What follows belongs to an exercise in optimizing a design on an open flow for small area; a production flow would make more cautious choices.
Function was checked by simulation only, so behaviour that the tests miss may differ from the original.
Power is estimated from default activity; no workload was simulated.

==> design/flow/design.v <==
package regfile_pkg;
  localparam int unsigned XLEN_DEFAULT  = 32;
  localparam int unsigned NREGS_DEFAULT = 32;
  typedef logic [XLEN_DEFAULT-1:0]          reg_data_t;
  typedef logic [$clog2(NREGS_DEFAULT)-1:0] reg_addr_t;
  localparam int unsigned ZERO_REG = 0;
endpackage
import regfile_pkg::*;
module regfile_scoreboard
#(
  parameter int unsigned NREGS = NREGS_DEFAULT,
  parameter int unsigned AW    = $clog2(NREGS)
) (
  input  logic             clk_i,
  input  logic             reset_i,
  input  logic             issue_en_i,
  input  logic [AW-1:0]    issue_addr_i,
  input  logic             wrt_en_i,
  input  logic [AW-1:0]    wrt_addr_i,
  input  logic             flush_i,
  output logic [NREGS-1:0] pending_o,
  output logic             wb_unexp_o
);
  logic [NREGS-1:0] pending_q, pending_d;
  logic             wb_unexp_q, wb_unexp_d;
  logic             wrt_hit, issue_hit;
  assign wrt_hit   = wrt_en_i & (wrt_addr_i != AW'(ZERO_REG));
  assign issue_hit = issue_en_i & (issue_addr_i != AW'(ZERO_REG));
  always_comb begin
    pending_d = pending_q;
    if (wrt_hit) pending_d[wrt_addr_i] = 1'b0;
    if (flush_i) pending_d = '0;
    if (issue_hit) pending_d[issue_addr_i] = 1'b1;
    pending_d[ZERO_REG] = 1'b0;
    wb_unexp_d = wrt_hit & ~pending_q[wrt_addr_i];
  end
  always_ff @(posedge clk_i) begin
    if (reset_i) begin
      pending_q  <= '0;
      wb_unexp_q <= 1'b0;
    end else begin
      pending_q  <= pending_d;
      wb_unexp_q <= wb_unexp_d;
    end
  end
  assign pending_o  = pending_q;
  assign wb_unexp_o = wb_unexp_q;
endmodule
import regfile_pkg::*;
module regfile_sb
#(
  parameter int unsigned XLEN  = XLEN_DEFAULT,
  parameter int unsigned NREGS = NREGS_DEFAULT,
  parameter int unsigned AW    = $clog2(NREGS)
) (
  input  logic            clk,
  input  logic            reset,
  input  logic [AW-1:0]   rg_rd_addr1,
  input  logic [AW-1:0]   rg_rd_addr2,
  output logic [XLEN-1:0] rg_rd_data1,
  output logic [XLEN-1:0] rg_rd_data2,
  output logic            rg_rd_rdy1,
  output logic            rg_rd_rdy2,
  input  logic            issue_en,
  input  logic [AW-1:0]   issue_addr,
  output logic            issue_ok,
  input  logic            rg_wrt_en,
  input  logic [AW-1:0]   rg_wrt_addr,
  input  logic [XLEN-1:0] rg_wrt_data,
  input  logic            flush,
  output logic            wb_unexp
);
  logic [XLEN-1:0]  mem_q [NREGS];
  logic [NREGS-1:0] pending;
  logic             wrt_hit;
  assign wrt_hit = rg_wrt_en & (rg_wrt_addr != AW'(ZERO_REG));
  always_ff @(posedge clk) begin
    if (reset) begin
      for (int i = 0; i < int'(NREGS); i++) mem_q[i] <= '0;
    end else if (wrt_hit) begin
      mem_q[rg_wrt_addr] <= rg_wrt_data;
    end
  end
  regfile_scoreboard #(
    .NREGS (NREGS),
    .AW    (AW)
  ) u_scoreboard (
    .clk_i        (clk),
    .reset_i      (reset),
    .issue_en_i   (issue_en),
    .issue_addr_i (issue_addr),
    .wrt_en_i     (rg_wrt_en),
    .wrt_addr_i   (rg_wrt_addr),
    .flush_i      (flush),
    .pending_o    (pending),
    .wb_unexp_o   (wb_unexp)
  );
  assign rg_rd_data1 = mem_q[rg_rd_addr1];
  assign rg_rd_rdy1  = ~pending[rg_rd_addr1];
  assign rg_rd_data2 = mem_q[rg_rd_addr2];
  assign rg_rd_rdy2  = ~pending[rg_rd_addr2];
  assign issue_ok    = ~pending[issue_addr];
endmodule
==> design/flow/run.sh <==
#!/bin/bash
# synth_recipe.tcl (not shown) runs the flow's synth.tcl, then flattens the netlist and writes it again
# the make line also repeats each setting of config.mk as NAME=value (left out here)
make -C /OpenROAD-flow-scripts/flow DESIGN_CONFIG=/design/flow/config.mk WORK_HOME=/design/flow/orfs CLKGATE_MAP_FILE= SYNTH_SCRIPT=/design/flow/synth_recipe.tcl finish
==> design/flow/config.mk <==
export PLATFORM = sky130hd
export DESIGN_NAME = regfile_sb
export DESIGN_NICKNAME = regfile_sb
export VERILOG_FILES = /design/flow/design.v
export SDC_FILE = /design/flow/constraint.sdc
export NUM_CORES = 4
export LEC_CHECK = 0
export CAP_MARGIN = 20
export CORE_MARGIN = 2
export CORE_UTILIZATION = 40
export SLEW_MARGIN = 20
==> design/flow/constraint.sdc <==
create_clock -name core_clock -period 5.5 [get_ports {clk}]
set_input_delay 1.1000 -clock core_clock [delete_from_list [all_inputs] [get_ports {clk}]]
set_output_delay 1.1000 -clock core_clock [all_outputs]
set_load 0.01 [all_outputs]
==> impl_metrics.ini <==
[yosys]
synth-seq-cells = 1056
synth_mux_area_share_pct = 28.1
avgSynthCellArea_um2 = 16.4
synth_fa_ha_area_share_pct = 0.220
synth-edff-count = 1024
synth_xor_xnor_area_share_pct = 0.0616
synth_compound_area_share_pct = 0.996
yosysSeqAreaShare_pct = 55.2
yosysTopAreaCell = edfxtp_1
yosys_warnings = 2
synth_top_family_by_area = multiplexers
synth_cells = 3460
synth-simple-area-share_pct = 12.5
ys.flop_type = edfxtp_1
synthArstFlopShare_pct = 0
synth_top_area_share_pct = 54.0
synth_area_leaders = edfxtp_1, mux4_2, and2_1
syn-num-nets = 3527
synth_area_um2 = 56900
synthDistinctLibCells = 44

[clock_tree]
clk_latency_ps = 760
cts_buffers = 113
cts.htree.levels = 3
cts_tree = built
cts_buffer_depth = 3
postCtsSetupBuffers = 0
cts_resized = 0
cts_hold_buffers = 0
clock_sinks = 1056
clkSlewWorstSetupHoldPaths_ps = 70
root_buffer = clkbuf_16

[routing]
viasPerCell = 6.15
antenna_left = 0
vias = 33800
wire_per_inst_um = 34.8
drtIter0Drc = 4896
firstDrtPassIters = 7
wirelength_um = 191000
drc = 0

[sta]
relSlewSlack_pct = 26.0
rsz0062_at_grt = no
fin_crit_ps = 5140
period_share_pct = 93.4
clock.fmax_ghz = 0.195
setup_tns_ps = 0
clock_skew_ps = 16.7
finalMaxSlewViolations = 0
setup_viol = 0
worst_slack_ps = 360
worst_pin_slew_ps = 1110
hold_violations = 0

[grt]
grt_pass1_vias = 34700
grt_max_degree = 69
grt_usage_pct = 26.4
grt_pass1_wl_um = 268000
antenna_found_initial = 26
overflow = 0

[placement]
gp_congestion = 0.824
place_ws_ps = 346
dpl.hpwl_um = 107000
io_buffers = 124
dpl.cell_count = 5277
dpl-instance-area_um2 = 61200

[critical_path]
endpoint_kind = primary output
reg2reg_slack_ps = 3760
crit_fanout = 53
crit_required_ps = 4400
startpoint = rg_rd_addr2[0]
path_cells = buf_8 -> buf_4 -> mux4_2 -> mux4_2 -> mux2_2 -> clkdlybuf4s50_1
rr_startpoint = u_scoreboard.pending_q[15]
start_kind = input pin
ff2ff_path_depth = 4
slowest_delay_ps = 570
cp_slowest_cell = buf_8
critical_path_class = input pin to primary output
cp.arrival_ps = 4040
cp_common_cell = mux4_2
r2r-end = u_scoreboard.wb_unexp_q

[worst_hold_path]
worstHoldStart = u_scoreboard.pending_q[19]
hold_path_depth = 2
hold_path_class = flip-flop to flip-flop
worst_hold_path.endpoint = u_scoreboard.pending_q[19]

[outcome]
status = no timing/DRC/antenna violations

[die]
die_area_um2 = 145000
die_w_um = 381
ios = 125
start_util_pct = 40.2
core-area_um2 = 141000
fp.dieH_um = 381
core.rowCount = 138

[flow_run]
maxCapViolCount = 0

[final_layout]
nFillCells = 12000
drive_above_1_share_pct = 32.0
finalInstanceArea_um2 = 64900
nNetsFinal = 3569
final_cell_count_no_fill = 5492
synthToLayoutAreaGrowth_pct = 14.0

[power]
peakVddDrop_mv = 0.282
powerDensity_nw_per_um2 = 303
p_leak_nw = 21.6
total_power_w = 0.0196
-- sequential cells by signal, indices dropped and copies added (netlist names) --
register and count:
mem_q 1024, u_scoreboard.pending_q 31, u_scoreboard.wb_unexp_q 1
-- synthesized netlist by cell type (all sizes together), types with 3 or more instances --
cell type,instances
a211o,3
a21oi,39
and2,1028
buf,97
clkbuf,274
dfxtp,32
edfxtp,1024
ha,10
inv,15
mux2,65
mux2i,8
mux4,673
nand2,45
nand3b,4
nor2,39
nor3,5
nor4,3
o211ai,4
o21ai,5
o311ai,24
or2,33
-- worst max-delay path, delay by kind of cell --
| family | cells | cell delay, ps |
|---|---|---|
| multiplexers | 3 | 1420 |
| buffers and inverters | 3 | 1450 |
-- how the worst max path moves through the flow --
| stage | cells after the start | slack [ps] | end |
|---|---|---|---|
| 6_report | 6 | 360 | rg_rd_data2[0] |
| 5_1_grt | 6 | 270 | rg_rd_rdy2 |
| 4_1_cts | 6 | 330 | rg_rd_rdy2 |
| 3_5_place_dp | 6 | 350 | rg_rd_rdy2 |
| 3_3_place_gp | 6 | 350 | rg_rd_rdy2 |
| 2_1_floorplan | 10 | 1380 | mem_q[23][0] |
-- routing by layer --
layer  vias up  routed length [µm]  track usage [%]
met5         -                  81                0
met1     17800               74200             36.6
li1      13600                   -                -
met2      2011               89200             41.2
met4        10                7290             9.69
met3       372               20200             5.54
-- cell families (layout without fill, tap and decap cells) --
family | count (synthesis) | in the layout
AOI/OAI and AO/OA | 85 | 85
DFF | 1056 | 1056
xor gates and xnor gates | 4 | 4
muxes | 746 | 746
buffers and inverters | 386 | 522
other | 0 | 6
and+or+nand+nor | 1173 | 1173
adders and majority gates | 10 | 10
-- placed cells by master, fill, tap and decap left out, types with 33 or more instances in the layout --
cell type        synthesis  layout
clkdlybuf4s50_1          0     112
mux2_2                  65      65
a21oi_1                 39      39
or2_2                   33      33
mux4_2                 673     673
edfxtp_1              1024    1024
buf_12                   0      62
clkbuf_16                0     114
buf_4                   32     116
nand2_1                 45      45
and2_1                1026    1026
-- power by group --
part | leakage, nW | switching, W | internal [W] | total, W
logic | 9.79 | 0.00129 | 0.00126 | 0.00255
clock network | 1.77 | 0.00336 | 0.00428 | 0.00764
registers | 10.0 | 0.000208 | 0.00924 | 0.00945
-- final cells by class --
| cell class | instances | area, µm² | area share (%) |
|---|---|---|---|
| antenna | 6 | 15.0 | 0.0231 |
| clock buffer | 138 | 2940 | 4.54 |
| clock inverter | 71 | 687 | 1.06 |
| inverter | 15 | 56.3 | 0.0868 |
| multi-input combinational | 2018 | 24100 | 37.1 |
| sequential | 1056 | 31400 | 48.4 |
| tap | 1890 | 2360 | 3.65 |
| timing repair buffer | 298 | 3330 | 5.13 |
-- metrics by stage --
| step | util [%] | hold WS, ps |
|---|---|---|
| finish | 45.9 | 561 |
| global route | 45.9 | 579 |
| CTS | 45.9 | 555 |
| detailed placement | 43.3 | 547 |
| global placement | 43.3 | 536 |
| floorplan | - | 494 |

-- static timing again, ports no longer ideal --
Ports are ideal in the flow. The routed layout listed here was re-timed in OpenROAD.
Step 1, drivers: a clkbuf_16 drives clk and a buf_2 each remaining input, both assumed.
Step 2 also shifts input and output timing later by t, the mid clock arrival at the registers, as if the neighbouring blocks saw the same clock.
Slacks: no drivers / after step 1 / after step 2; pairs: no drivers / after step 1.
t, ns: 0.839
slack for setup (ns): 0.360 / 0.309 / 0.309
hold slack, ns: 0.561 / 0.561 / 0.561
After both steps this run still meets setup and hold. The setup slack of this run moves by -0.051 ns with the drivers and by -0.051 ns with both steps.
